This design comes from an exercise in tuning for small area on the open sky130 flow, not from production work. Function was checked by simulation only, so behaviour that the tests miss may differ from the original. Power is estimated from default activity; no workload was simulated. The clock port is modelled as an ideal driver; clocking choices that lean on that would not hold on a real chip.

==> module swarq_slot_store, before the edit <==
module swarq_slot_store #(
  parameter int unsigned WindowSlots = swarq_pkg::WindowSlotsDef,
  parameter int unsigned DataW       = swarq_pkg::HandleW + swarq_pkg::LenW
) (
  input  wire               clk_i,
  input  wire               wr_en_i,
  input  wire  [DataW-1:0]  wr_data_i,
  input  wire               clr_en_i,
  input  wire               flush_i,
  output logic              rd_valid_o,
  output logic [DataW-1:0]  rd_data_o
);
  logic [WindowSlots-1:0]            valid_q;
  logic [WindowSlots-1:0][DataW-1:0] data_q;
  always_ff @(posedge clk_i) begin
    valid_q[0] <= valid_q[WindowSlots-1];
    valid_q[1] <= ((valid_q[0] & ~clr_en_i) | wr_en_i) & ~flush_i;
    for (int p = 2; p < WindowSlots; p++) valid_q[p] <= valid_q[p-1];
    data_q[0] <= data_q[WindowSlots-1];
    data_q[1] <= wr_en_i ? wr_data_i : data_q[0];
    for (int p = 2; p < WindowSlots; p++) data_q[p] <= data_q[p-1];
  end
  assign rd_valid_o = valid_q[0];
  assign rd_data_o  = data_q[0];
endmodule
==> flow/config.mk <==
export PLATFORM = sky130hd
export DESIGN_NAME = sliding_window_arq_endpoint
export DESIGN_NICKNAME = sliding_window_arq_endpoint
export VERILOG_FILES = /design/flow/design.v
export SDC_FILE = /design/flow/constraint.sdc
export NUM_CORES = 4
export LEC_CHECK = 0
export CAP_MARGIN = 20
export CORE_MARGIN = 2
export CORE_UTILIZATION = 65
export CTS_BUF_LIST = sky130_fd_sc_hd__clkbuf_16
export CTS_CLUSTER_DIAMETER = 70
export CTS_CLUSTER_SIZE = 36
export SLEW_MARGIN = 20
export BUFFER_PORTS_ARGS = -buffer_cell sky130_fd_sc_hd__buf_1
export CTS_ARGS = -sink_clustering_enable -repair_clock_nets -sink_clustering_size 36 -sink_clustering_max_diameter 70 -buf_list sky130_fd_sc_hd__clkbuf_16 -dont_use_dummy_load
==> flow/constraint.sdc <==
create_clock -name core_clock -period 8.0 [get_ports {clk_i}]
set_input_delay 1.6000 -clock core_clock [delete_from_list [all_inputs] [get_ports {clk_i}]]
set_output_delay 1.6000 -clock core_clock [all_outputs]
set_load 0.01 [all_outputs]
standard.sh (not shown) runs the stock make flow with config.mk's settings and CLKGATE_MAP_FILE= SYNTH_SCRIPT=/design/flow/synth_recipe.tcl, a recipe that flattens the netlist after the stock synthesis.
==> flow/flow/run.sh <==
#!/bin/bash
# Standard ORFS layout with two changes: the port buffers are made from the
# smallest buffer, and the combinational cells of the standard synthesis are
# remapped for area (flip-flops untouched, kept by name and cell) before the
# layout reads it. Several ABC scripts are tried; the smallest netlist that
# is proven equal to the standard one is used.
set -euo pipefail
FLOWDIR=$PWD/flow
cat >> config.mk <<EOC
export BUFFER_PORTS_ARGS = -buffer_cell sky130_fd_sc_hd__buf_1
export CTS_ARGS = -sink_clustering_enable -repair_clock_nets -sink_clustering_size 36 -sink_clustering_max_diameter 70 -buf_list sky130_fd_sc_hd__clkbuf_16 -dont_use_dummy_load
EOC
bash standard.sh synth > synth.log 2>&1
R=orfs/results/$FLOW_PLATFORM/sliding_window_arq_endpoint/base
LIB=$FLOW_HOME/platforms/$FLOW_PLATFORM/lib/sky130_fd_sc_hd__tt_025C_1v80.lib
YOSYS=$FLOW_HOME/../tools/install/yosys/bin/yosys
[[ -x $YOSYS ]] || YOSYS=yosys
cp $R/1_2_yosys.v $R/1_2_yosys_std.v
best=""; best_area=""
for abc in $FLOWDIR/abc_*.abc; do
  n=$(basename $abc .abc)
  sed -e "s#@LIB@#$LIB#g" -e "s#@IN@#$R/1_2_yosys_std.v#" -e "s#@TOP@#$FLOW_TOP#" \
      -e "s#@ABC@#$abc#" -e "s#@OUT@#$R/1_2_yosys_$n.v#" \
      $FLOWDIR/resyn.ys.in > resyn_$n.ys
  sed -e "s#@LIB@#$LIB#g" -e "s#@GOLD@#$R/1_2_yosys_std.v#" -e "s#@GATE@#$R/1_2_yosys_$n.v#" \
      -e "s#@TOP@#$FLOW_TOP#g" $FLOWDIR/equiv.ys.in > equiv_$n.ys
  if $YOSYS -s resyn_$n.ys > resyn_$n.log 2>&1 && $YOSYS -s equiv_$n.ys > equiv_$n.log 2>&1; then
    area=$(grep "Chip area" resyn_$n.log | tail -1 | awk '{print $NF}')
    echo "$n $area" >> remap_areas.txt
    if [[ -z $best_area ]] || awk -v a=$area -v b=$best_area 'BEGIN{exit !(a<b)}'; then
      best=$n; best_area=$area
    fi
  else
    echo "$n failed" >> remap_areas.txt
  fi
done
if [[ -n $best ]]; then
  cp $R/1_2_yosys_$best.v $R/1_2_yosys.v
  touch $R/1_2_yosys.v
  echo "remapped netlist in use: $best $best_area" > remap_status.txt
else
  echo "remap failed; standard netlist kept" > remap_status.txt
fi
bash standard.sh > standard.log 2>&1
Other scripts of this flow, unchanged in this note and not shown: flow/flow/abc_amap.abc, flow/flow/abc_c6.abc, flow/flow/abc_c9.abc, flow/flow/abc_d1.abc, flow/flow/abc_d3.abc, flow/flow/abc_ds180.abc, flow/flow/abc_ds60.abc, flow/flow/abc_ds60map.abc, flow/flow/abc_nf.abc, flow/flow/equiv.ys.in, flow/flow/resyn.ys.in
Edit:
--- a/flow/design.v
+++ b/flow/design.v
@@ -31,15 +31,15 @@
   always_ff @(posedge clk_i) begin
     valid_q[0] <= valid_q[WindowSlots-1];
     valid_q[1] <= ((valid_q[0] & ~clr_en_i) | wr_en_i) & ~flush_i;
     for (int p = 2; p < WindowSlots; p++) valid_q[p] <= valid_q[p-1];
     data_q[0] <= data_q[WindowSlots-1];
-    data_q[1] <= wr_en_i ? wr_data_i : data_q[0];
+    data_q[1] <= wr_en_i ? ~wr_data_i : data_q[0];
     for (int p = 2; p < WindowSlots; p++) data_q[p] <= data_q[p-1];
   end
   assign rd_valid_o = valid_q[0];
-  assign rd_data_o  = data_q[0];
+  assign rd_data_o  = ~data_q[0];
 endmodule
 `default_nettype wire
 `default_nettype none
 module sliding_window_arq_endpoint #(
   parameter int unsigned WindowSlots = swarq_pkg::WindowSlotsDef
Register-to-register slack loses 0.65 ns. Wire length rises by about 7%. Area after synthesis stays flat. Final cell count rises by 1.1%. Global-route usage rises by 1.3 points. Worst hold slack gains 0.033 ns. Power falls by about 3.8%.

-- separate check: timing with driven ports --
Ports are ideal in the flow. The routed layouts listed here were re-timed in OpenROAD. Step 1, drivers: a clkbuf_16 drives clk_i and a buf_2 each remaining input, both assumed. Step 2 adds t to the input delays and takes it off the output delays; t is the mean of the earliest and latest rising clock arrival at the registers after step 1. Input paths then give back, and output paths get back, about the clock's delay inside the block. a / b / c = ideal ports / drivers / drivers and shift; a / b = the first two.
| run | shift t [ns] | setup slack, ns | hold WS [ns] | latest minus earliest clock arrival (ns) | cell pins on the clock port's net |
|---|---|---|---|---|---|
| the first run | 0.579 | 2.712 / 2.690 / 2.690 | 0.269 / 0.269 / 0.269 | 0.086 / 0.085 | 1 |
| the second run | 0.571 | 2.590 / 2.541 / 2.664 | 0.302 / 0.302 / 0.302 | 0.092 / 0.091 | 1 |
After both steps setup and hold are still met in every run listed. For the first run, which loses most, drivers alone change the setup slack by -0.022 ns; drivers and shift together by -0.022 ns.
